Context: an optimization exercise on an open-source flow, tuned for small area, a short achievable clock period and few clock cycles. The choices shown serve that exercise and are no tape-out recipe. In this exercise RTL edits were held to simulation tests only and were not proved equivalent to the original.

## doublecrack
module doublecrack #(
    parameter int         KEY_W = 24,
    parameter logic [7:0] PT_LO = 8'h20,
    parameter logic [7:0] PT_HI = 8'h7E
) (
    input  logic             clk,
    input  logic             rst_n,
    input  logic             en,
    input  logic [KEY_W-1:0] key_start,
    output logic             rdy,
    output logic [KEY_W-1:0] key,
    output logic             key_valid,
    output logic [7:0]       ct_addr,
    input  logic [7:0]       ct_rddata
);
    typedef enum logic [3:0] {
        S_RST, S_IDLE, S_INIT, S_KSA, S_P1, S_P2, S_P3, S_PD, S_C2, S_C3, S_C4, S_C5
    } state_t;
    state_t           r_state;
    logic             r_rdy, r_kv;
    logic [KEY_W-1:0] r_k, r_kn, r_key;
    logic [7:0]       r_q [256];
    logic [7:0]       r_a, r_b;    
    logic [7:0]       r_base;      
    logic [23:0]      r_kr;        
    logic [7:0]       r_kc1, r_kc2, r_kc3;    
    logic             r_fa0, r_fa1, r_fa2, r_fa3, r_fb0, r_fb2, r_fb3, r_fab;   
    logic [7:0]       r_addr, r_len, r_c, r_z, r_ct, r_h, r_w, r_j;
    logic             r_zp, r_hp, r_wp;     
    logic             r_last;
    logic [7:0]       r_m1, r_m2, r_vb, r_vq;
    logic             r_p1, r_p2, r_s0, r_s1a, r_s1b;
    logic [7:0]       w_v254, w_v255, w_h, w_w;
    logic             w_ds, w_wa, w_load, w_bad, w_acc, w_rej, w_last, w_kend;
    logic [7:0]       w_busa, w_busb, w_pt;
  ...
==> flow/config.mk <==
export PLATFORM = sky130hd
export DESIGN_NAME = doublecrack
export DESIGN_NICKNAME = doublecrack
export VERILOG_FILES = /design/flow/design.v
export SDC_FILE = /design/flow/constraint.sdc
export NUM_CORES = 4
export LEC_CHECK = 0
export CAP_MARGIN = 20
export CELL_PAD_IN_SITES_DETAIL_PLACEMENT = 1
export CELL_PAD_IN_SITES_GLOBAL_PLACEMENT = 2
export CORE_MARGIN = 2
export CORE_UTILIZATION = 25
export CTS_CLUSTER_DIAMETER = 100
export CTS_CLUSTER_SIZE = 30
export MIN_ROUTING_LAYER = met2
export PLACE_DENSITY = 0.4
export SETUP_SLACK_MARGIN = 5
export SLEW_MARGIN = 20
export SYNTH_HIERARCHICAL = 1
export SYNTH_MEMORY_MAX_BITS = 8192
export SYNTH_MINIMUM_KEEP_SIZE = 0
==> flow/constraint.sdc <==
create_clock -name core_clock -period 10.0 [get_ports {clk}]
set_input_delay 2.0000 -clock core_clock [delete_from_list [all_inputs] [get_ports {clk}]]
set_output_delay 2.0000 -clock core_clock [all_outputs]
set_load 0.01 [all_outputs]
standard.sh (not shown) runs the stock make flow with config.mk's settings and CLKGATE_MAP_FILE= SYNTH_SCRIPT=/design/flow/synth_recipe.tcl, a recipe that flattens the netlist after the stock synthesis.
==> flow/flow/run.sh <==
#!/bin/bash
# The standard layout, with timing repair aimed at a shorter period than its default
# margin allows; each tool's log stays under orfs/logs, make's output in standard.log.
set -euo pipefail
bash standard.sh SETUP_SLACK_MARGIN=5.8 finish > standard.log 2>&1
The baseline aborted during 5_1_grt.
Testbench counts at the start, summed over its fixed seeds: cycles 220,485.
Next try:
==> flow/run.sh (new file) <==
#!/bin/bash
# synth_recipe.tcl (not shown) runs the flow's synth.tcl, then flattens the netlist and writes it again
# the make line also repeats each setting of config.mk as NAME=value (left out here)
make -C /OpenROAD-flow-scripts/flow DESIGN_CONFIG=/design/flow/config.mk WORK_HOME=/design/flow/orfs CLKGATE_MAP_FILE= SYNTH_SCRIPT=/design/flow/synth_recipe.tcl finish
--- a/flow/config.mk
+++ b/flow/config.mk
@@ -9,2 +8,0 @@
-export CELL_PAD_IN_SITES_DETAIL_PLACEMENT = 1
-export CELL_PAD_IN_SITES_GLOBAL_PLACEMENT = 2
@@ -12,5 +10,2 @@
-export CORE_UTILIZATION = 25
-export CTS_CLUSTER_DIAMETER = 100
-export CTS_CLUSTER_SIZE = 30
-export MIN_ROUTING_LAYER = met2
-export PLACE_DENSITY = 0.4
+export CORE_UTILIZATION = 20
+export PLACE_DENSITY = 0.35
removed: flow/flow/run.sh
removed: flow/standard.sh
Outcome: With this change the flow finished clean; synthesized area is unchanged; synthesized cell count does not change.

[separate check: timing with driven ports]
How much do the figures lean on ideal ports? The routed layout below was timed once more, with nothing changed but the port constraints. Step 1: set_driving_cell puts a clkbuf_16 on clk and a buf_2 on each other input, an assumption about the parent block. Step 2 adds t to the input delays and takes it off the output delays; t is the mean of the earliest and latest rising clock arrival at the registers after step 1. Input paths then give back, and output paths get back, about the clock's delay inside the block. a / b / c = no drivers / after step 1 / after step 2; a / b = the first two.
run: the second run
t, ns: 1.109
slack for setup (ns): 4.561 / 4.561 / 4.561
worst setup path at the end: register to register
latest minus earliest clock arrival (ns): 0.137 / 0.138
worst data-port slew with drivers (ns): 0.06
After both steps the second run still meets setup and hold. The setup slack of the second run moves by 0.000 ns with the drivers and by 0.000 ns with both steps.
